Context: an optimization exercise on an open-source flow, tuned for a short achievable clock period and few clock cycles per item. The choices shown serve that exercise and are no tape-out recipe.

== job 101 ==
==> flow/design.v <==
module riscv_crypto_sha256_msched (
  input  logic        clk,
  input  logic        rst,
  input  logic        in_valid,
  output logic        in_ready,
  input  logic [31:0] in_data,
  output logic        out_valid,
  input  logic        out_ready,
  output logic [31:0] out_data,
  output logic [5:0]  out_idx,
  output logic        out_last,
  output logic        busy
);
  localparam int DIN = 4;
  function automatic logic [31:0] sig0(input logic [31:0] x);
    sig0 = {x[6:0], x[31:7]} ^ {x[17:0], x[31:18]} ^ {3'b000, x[31:3]};
  endfunction
  function automatic logic [31:0] sig1(input logic [31:0] x);
    sig1 = {x[16:0], x[31:17]} ^ {x[18:0], x[31:19]} ^ {10'b0, x[31:10]};
  endfunction
  function automatic logic [31:0] maj2(input logic [31:0] a, input logic [31:0] b,
                                       input logic [31:0] c);
    logic [31:0] m;
    m = (a & b) | (a & c) | (b & c);
    maj2 = {m[30:0], 1'b0};
  endfunction
  logic        cap_v_q;
  logic [31:0] cap_d_q;
  logic [31:0] fifo_q [DIN];
  logic [1:0]  f_wp_q, f_rp_q;
  logic [2:0]  f_cnt_q, f_cnt_d;
  logic        f_ne_q;
  logic [2:0]  occ_q, occ_d;   
  logic        occ_le2_q, occ_le3_q, occ_le4_q;
  logic        in_ready_q, in_ready_d;
  logic        in_nrdy_q;      
  logic        in_rdy_q;       
  logic [3:0]  in_cnt_q;
  logic        in15_q;         
  logic        in_hs, avail, ld_in, pop, push;
  logic [31:0] head;
  logic [31:0] win_q [16];     
  logic [5:0]  n_q, n_d;       
  logic [31:0] bp_q, bg_q, bgp_q;
  logic        bv_q, bv_d;     
  logic [31:0] x_q;           
  logic [31:0] xs_q, xc_q;     
  logic        adv_q, adv_d;   
  logic        bld_q;          
  logic        bsel_q;         
  logic [31:0] s1w;
  logic [31:0] a_p, a_g, a_g1, a_p1, a_g2, a_p2;
  logic [31:0] c_g3, c_p3, c_g4, c_p4, c_g5, w_sum;
  logic [4:0]  lag_q, lag_d, lag_t, lag_n;  
  logic        nz_q;           
  logic        l15_q, l16_q;   
  logic [15:0] sel_q;          
  logic        out_valid_q, ov_port_q;
  logic [31:0] out_data_q, od_h_q, rd_word;
  logic [5:0]  out_idx_q, oi_h_q, m_q;
  logic        out_last_q, ol_h_q;
  logic        m63_q;          
  logic        take;
  logic [1:0]  pend_q, pend_d;
  logic        pend_eq1_q, pend_ge2_q;
  logic        busy_q, busy_d;
  logic        inc, dec;
  assign in_ready_q = in_rdy_q;
  assign in_hs = in_valid & in_ready_q;
  assign avail = f_ne_q | cap_v_q;
  assign head  = f_ne_q ? fifo_q[f_rp_q] : cap_d_q;
  assign ld_in = bld_q & bsel_q & avail;
  assign pop   = ld_in & f_ne_q;
  assign push  = cap_v_q & ~(ld_in & ~f_ne_q);
  assign s1w = sig1(win_q[0]);
  always_comb begin
    a_p = bsel_q ? head  : (s1w ^ x_q);
    a_g = bsel_q ? 32'd0 : (s1w & x_q);
    for (int i = 0; i < 32; i++) begin
      if (i >= 1) begin
        a_g1[i] = a_g[i] | (a_p[i] & a_g[i-1]);
        a_p1[i] = a_p[i] & a_p[i-1];
      end else begin
        a_g1[i] = a_g[i];
        a_p1[i] = a_p[i];
      end
    end
    for (int i = 0; i < 32; i++) begin
      if (i >= 2) begin
        a_g2[i] = a_g1[i] | (a_p1[i] & a_g1[i-2]);
        a_p2[i] = a_p1[i] & a_p1[i-2];
      end else begin
        a_g2[i] = a_g1[i];
        a_p2[i] = a_p1[i];
      end
    end
  end
  always_comb begin
    for (int i = 0; i < 32; i++) begin
      if (i >= 4) begin
        c_g3[i] = bg_q[i] | (bgp_q[i] & bg_q[i-4]);
        c_p3[i] = bgp_q[i] & bgp_q[i-4];
      end else begin
        c_g3[i] = bg_q[i];
        c_p3[i] = bgp_q[i];
      end
    end
    for (int i = 0; i < 32; i++) begin
      if (i >= 8) begin
        c_g4[i] = c_g3[i] | (c_p3[i] & c_g3[i-8]);
        c_p4[i] = c_p3[i] & c_p3[i-8];
      end else begin
        c_g4[i] = c_g3[i];
        c_p4[i] = c_p3[i];
      end
    end
    for (int i = 0; i < 32; i++) begin
      if (i >= 16) c_g5[i] = c_g4[i] | (c_p4[i] & c_g4[i-16]);
      else         c_g5[i] = c_g4[i];
    end
    w_sum = bp_q ^ {c_g5[30:0], 1'b0};
  end
  assign take = nz_q & (~out_valid_q | out_ready);
  always_comb begin
    rd_word = 32'd0;
    for (int i = 0; i < 16; i++) rd_word = rd_word | ({32{sel_q[i]}} & win_q[i]);
  end
  always_comb begin
    f_cnt_d = f_cnt_q + {2'b00, push} - {2'b00, pop};
    occ_d   = occ_q - {2'b00, ld_in} + {2'b00, in_hs};
    n_d     = n_q + {5'd0, adv_q};
    bv_d    = bld_q ? (~bsel_q | avail) : bv_q;
    lag_t   = adv_q ? lag_q : lag_q - 5'd1;
    lag_n   = adv_q ? lag_q + 5'd1 : lag_q;
    lag_d   = take ? lag_t : lag_n;
    adv_d   = bv_d & ~(take ? 1'b0 : ((l15_q & adv_q) | l16_q));
    inc     = in_hs & in15_q;
    dec     = out_valid_q & out_ready & ol_h_q;
    pend_d  = pend_q + {1'b0, inc} - {1'b0, dec};
    busy_d  = inc | pend_ge2_q | (pend_eq1_q & ~dec);
    case ({ld_in, in_hs})
      2'b10:   in_ready_d = occ_le4_q;
      2'b01:   in_ready_d = occ_le2_q;
      default: in_ready_d = occ_le3_q;
    endcase
    in_ready_d = in_ready_d | ~busy_d;
  end
  always_ff @(posedge clk or posedge rst) begin
    if (rst) begin
      cap_v_q     <= 1'b0;
      f_wp_q      <= 2'd0;
      f_rp_q      <= 2'd0;
      f_cnt_q     <= 3'd0;
      f_ne_q      <= 1'b0;
      occ_q       <= 3'd0;
      occ_le2_q   <= 1'b1;
      occ_le3_q   <= 1'b1;
      occ_le4_q   <= 1'b1;
      in_nrdy_q   <= 1'b0;
      in_rdy_q    <= 1'b1;
      in_cnt_q    <= 4'd0;
      in15_q      <= 1'b0;
      n_q         <= 6'd0;
      bv_q        <= 1'b0;
      adv_q       <= 1'b0;
      bld_q       <= 1'b1;
      bsel_q      <= 1'b1;
      lag_q       <= 5'd0;
      nz_q        <= 1'b0;
      l15_q       <= 1'b0;
      l16_q       <= 1'b0;
      sel_q       <= 16'd0;
      out_valid_q <= 1'b0;
      ov_port_q   <= 1'b0;
      od_h_q      <= 32'd0;
      oi_h_q      <= 6'd0;
      ol_h_q      <= 1'b0;
      m_q         <= 6'd0;
      m63_q       <= 1'b0;
      pend_q      <= 2'd0;
      pend_eq1_q  <= 1'b0;
      pend_ge2_q  <= 1'b0;
      busy_q      <= 1'b0;
    end else begin
      cap_v_q    <= in_hs;
      if (push)  f_wp_q <= f_wp_q + 2'd1;
      if (pop)   f_rp_q <= f_rp_q + 2'd1;
      f_cnt_q    <= f_cnt_d;
      f_ne_q     <= (f_cnt_d != 3'd0);
      occ_q      <= occ_d;
      occ_le2_q  <= (occ_d <= 3'd2);
      occ_le3_q  <= (occ_d <= 3'd3);
      occ_le4_q  <= (occ_d <= 3'd4);
      in_nrdy_q  <= ~in_ready_d;
      in_rdy_q   <= in_ready_d;
      if (in_hs) begin
        in_cnt_q <= in_cnt_q + 4'd1;
        in15_q   <= (in_cnt_q == 4'd14);
      end
      n_q        <= n_d;
      bv_q       <= bv_d;
      adv_q      <= adv_d;
      bld_q      <= adv_d | ~bv_d;
      bsel_q     <= ~adv_d | (n_d < 6'd15) | (n_d == 6'd63);
      lag_q      <= lag_d;
      nz_q       <= take ? (lag_t != 5'd0) : (lag_n != 5'd0);
      l15_q      <= take ? (lag_t == 5'd15) : (lag_n == 5'd15);
      l16_q      <= take ? 1'b0 : (lag_n == 5'd16);
      if (take) begin
        if (~adv_q) sel_q <= {1'b0, sel_q[15:1]};
      end else begin
        if (adv_q)  sel_q <= {sel_q[14:0], ~nz_q};
      end
      out_valid_q <= take | (out_valid_q & ~out_ready);
      ov_port_q   <= take | (ov_port_q & ~out_ready);
      if (take) begin
        od_h_q     <= rd_word;
        oi_h_q     <= m_q;
        ol_h_q     <= m63_q;
        m_q        <= m_q + 6'd1;
        m63_q      <= (m_q == 6'd62);
      end
      pend_q     <= pend_d;
      pend_eq1_q <= (pend_d == 2'd1);
      pend_ge2_q <= pend_d[1];
      busy_q     <= busy_d;
    end
  end
  always_ff @(posedge clk) begin
    out_data_q <= take ? rd_word : od_h_q;
    out_idx_q  <= take ? m_q     : oi_h_q;
    out_last_q <= take ? m63_q   : ol_h_q;
    cap_d_q <= in_data;
    if (push) fifo_q[f_wp_q] <= cap_d_q;
    if (bld_q) begin
      bp_q  <= a_p;
      bg_q  <= a_g2;
      bgp_q <= a_p2;
    end
    if (adv_q) begin
      win_q[0] <= w_sum;
      for (int i = 1; i < 16; i++) win_q[i] <= win_q[i-1];
      x_q  <= xs_q + xc_q;
      xs_q <= win_q[3] ^ sig0(win_q[11]) ^ win_q[12];
      xc_q <= maj2(win_q[3], sig0(win_q[11]), win_q[12]);
    end
  end
  assign in_ready  = ~in_nrdy_q;
  assign out_valid = ov_port_q;
  assign out_data  = out_data_q;
  assign out_idx   = out_idx_q;
  assign out_last  = out_last_q;
  assign busy      = busy_q;
endmodule
clock: 8.0 ns
lec_check: 0
abc_clock_period_in_ps: 2000
cap_margin: 20
core_margin: 2
core_utilization: 40
setup_slack_margin: 5
slew_margin: 20
standard.sh (not shown) runs the stock make flow with config.mk's settings and CLKGATE_MAP_FILE= SYNTH_SCRIPT=/design/flow/synth_recipe.tcl, a recipe that flattens the netlist after the stock synthesis.
==> flow/flow/run.sh <==
#!/bin/bash
# Standard synthesis and placement; then each output port's flop is moved next
# to its port buffer and placement re-legalized; then the rest of the standard
# ORFS layout. repair_timing aims at a larger setup margin.
set -euo pipefail
M=5.4
bash standard.sh synth > synth.log 2>&1
bash standard.sh SETUP_SLACK_MARGIN=$M place > place.log 2>&1
PLACE_ODB=$PWD/orfs/results/$FLOW_PLATFORM/riscv_crypto_sha256_msched/base/3_place.odb \
  openroad -no_init -exit flow/move_io_flops.tcl > move_io_flops.log 2>&1
bash standard.sh SETUP_SLACK_MARGIN=$M finish > layout.log 2>&1
==> flow/flow/move_io_flops.tcl <==
# Move each output port's driving flop (and any single-fanout cells between it
# and the port buffer) next to the port buffer, then legalize.
set odb $::env(PLACE_ODB)
read_db $odb
set block [ord::get_db_block]
set moved 0
foreach bt [$block getBTerms] {
  if {[$bt getIoType] ne "OUTPUT"} { continue }
  set net [$bt getNet]
  if {$net eq "NULL"} { continue }
  # the port buffer drives the port net
  set drv ""
  foreach it [$net getITerms] { if {[$it isOutputSignal]} { set drv $it } }
  if {$drv eq ""} { continue }
  set buf [$drv getInst]
  set bx [lindex [$buf getLocation] 0]; set by [lindex [$buf getLocation] 1]
  set cur $buf
  for {set hop 0} {$hop < 3} {incr hop} {
    # the single input net of cur
    set innet ""
    foreach it [$cur getITerms] {
      if {[$it isInputSignal]} {
        set m [[$it getMTerm] getName]
        if {$m eq "CLK" || $m eq "RESET_B" || $m eq "SET_B"} { continue }
        set n [$it getNet]
        if {$n ne "NULL"} { lappend innet $n }
      }
    }
    if {[llength $innet] != 1} { break }
    set n [lindex $innet 0]
    set d ""
    set nload 0
    foreach it [$n getITerms] { if {[$it isOutputSignal]} { set d $it } else { incr nload } }
    if {$d eq "" || $nload != 1} { break }
    set prev [$d getInst]
    $prev setLocation $bx $by
    $prev setPlacementStatus PLACED
    incr moved
    set master [[$prev getMaster] getName]
    if {[string match "*df*" $master]} { break }
    set cur $prev
  }
}
puts "moved $moved cells"
detailed_placement
check_placement -verbose
write_db $odb
Input-level comparison between job 102 and job 101:
--- a/flow/design.v
+++ b/flow/design.v
@@ -42,11 +42,14 @@
   logic [31:0] win_q [16];     
   logic [5:0]  n_q, n_d;       
   logic [31:0] bp_q, bg_q, bgp_q;
   logic        bv_q, bv_d;     
   logic [31:0] x_q;           
+  logic [31:0] xp_q, xg_q, xgp_q;  
   logic [31:0] xs_q, xc_q;     
+  logic [31:0] xa_p, xa_g, xa_g1, xa_p1, xa_g2, xa_p2;
+  logic [31:0] xc_g3, xc_p3, xc_g4, xc_p4, xc_g5, x_sum;
   logic        adv_q, adv_d;   
   logic        bld_q;          
   logic        bsel_q;         
   logic [31:0] s1w;
   logic [31:0] a_p, a_g, a_g1, a_p1, a_g2, a_p2;
@@ -92,10 +95,55 @@
       end else begin
         a_g2[i] = a_g1[i];
         a_p2[i] = a_p1[i];
       end
     end
+  end
+  always_comb begin
+    xa_p = xs_q ^ xc_q;
+    xa_g = xs_q & xc_q;
+    for (int i = 0; i < 32; i++) begin
+      if (i >= 1) begin
+        xa_g1[i] = xa_g[i] | (xa_p[i] & xa_g[i-1]);
+        xa_p1[i] = xa_p[i] & xa_p[i-1];
+      end else begin
+        xa_g1[i] = xa_g[i];
+        xa_p1[i] = xa_p[i];
+      end
+    end
+    for (int i = 0; i < 32; i++) begin
+      if (i >= 2) begin
+        xa_g2[i] = xa_g1[i] | (xa_p1[i] & xa_g1[i-2]);
+        xa_p2[i] = xa_p1[i] & xa_p1[i-2];
+      end else begin
+        xa_g2[i] = xa_g1[i];
+        xa_p2[i] = xa_p1[i];
+      end
+    end
+    for (int i = 0; i < 32; i++) begin
+      if (i >= 4) begin
+        xc_g3[i] = xg_q[i] | (xgp_q[i] & xg_q[i-4]);
+        xc_p3[i] = xgp_q[i] & xgp_q[i-4];
+      end else begin
+        xc_g3[i] = xg_q[i];
+        xc_p3[i] = xgp_q[i];
+      end
+    end
+    for (int i = 0; i < 32; i++) begin
+      if (i >= 8) begin
+        xc_g4[i] = xc_g3[i] | (xc_p3[i] & xc_g3[i-8]);
+        xc_p4[i] = xc_p3[i] & xc_p3[i-8];
+      end else begin
+        xc_g4[i] = xc_g3[i];
+        xc_p4[i] = xc_p3[i];
+      end
+    end
+    for (int i = 0; i < 32; i++) begin
+      if (i >= 16) xc_g5[i] = xc_g4[i] | (xc_p4[i] & xc_g4[i-16]);
+      else         xc_g5[i] = xc_g4[i];
+    end
+    x_sum = xp_q ^ {xc_g5[30:0], 1'b0};
   end
   always_comb begin
     for (int i = 0; i < 32; i++) begin
       if (i >= 4) begin
         c_g3[i] = bg_q[i] | (bgp_q[i] & bg_q[i-4]);
@@ -238,13 +286,16 @@
       bgp_q <= a_p2;
     end
     if (adv_q) begin
       win_q[0] <= w_sum;
       for (int i = 1; i < 16; i++) win_q[i] <= win_q[i-1];
-      x_q  <= xs_q + xc_q;
-      xs_q <= win_q[3] ^ sig0(win_q[11]) ^ win_q[12];
-      xc_q <= maj2(win_q[3], sig0(win_q[11]), win_q[12]);
+      x_q   <= x_sum;
+      xp_q  <= xa_p;
+      xg_q  <= xa_g2;
+      xgp_q <= xa_p2;
+      xs_q  <= win_q[2] ^ sig0(win_q[10]) ^ win_q[11];
+      xc_q  <= maj2(win_q[2], sig0(win_q[10]), win_q[11]);
     end
   end
   assign in_ready  = ~in_nrdy_q;
   assign out_valid = ov_port_q;
   assign out_data  = out_data_q;
Findings:
Job 102: flow completed, timing, DRC and antenna clean
Job 102 vs job 101, met3 track utilization from global routing went down by 0.27 points.
Changes observed in job 102 relative to job 101: clock-buffer cell count higher.
Fmax: job 102 lower than job 101
For final cell count, dividing the value from job 101 by the value from job 102 gives 0.935.
Cmp job 101 and job 102 / cell count after synthesis / higher: job 102
First-pass GRT wire length for job 102: about 10% up relative to job 101
Job 102 against job 101: count of non-CTS inverters in the layout shrank by 7.8%, core utilization held steady, final instance area grew by 7.2%, time the final worst path needs with I/O delays and setup grew by 0.047 ns.
Function was not checked in any run of this note: the RTL went through the layout flow alone.

port drivers added, routing unchanged:
How much do the figures lean on ideal ports? The routed layouts below were timed once more, with nothing changed but the port constraints. Step 1 assumes that a clkbuf_16 drives the clock port and a buf_2 every other input. Step 2, shift: input delay + t, output delay - t, t = (earliest + latest rising clock arrival at the registers) / 2. This alone moves slack from input paths to output paths. a / b / c = no drivers / after step 1 / after step 2; a / b = the first two.
run	t (ns)	setup slack, ns	clock arrival spread, ns	worst register clock-pin slew, ns
job 101	0.738	5.206 / 5.143 / 4.765	0.042 / 0.043	0.07 / 0.07
job 102	0.762	5.159 / 5.089 / 4.751	0.044 / 0.043	0.07 / 0.07
After both steps setup and hold are still met in every run listed. The setup slack of job 101, which loses most, moves by -0.063 ns with the drivers and by -0.441 ns with both steps.
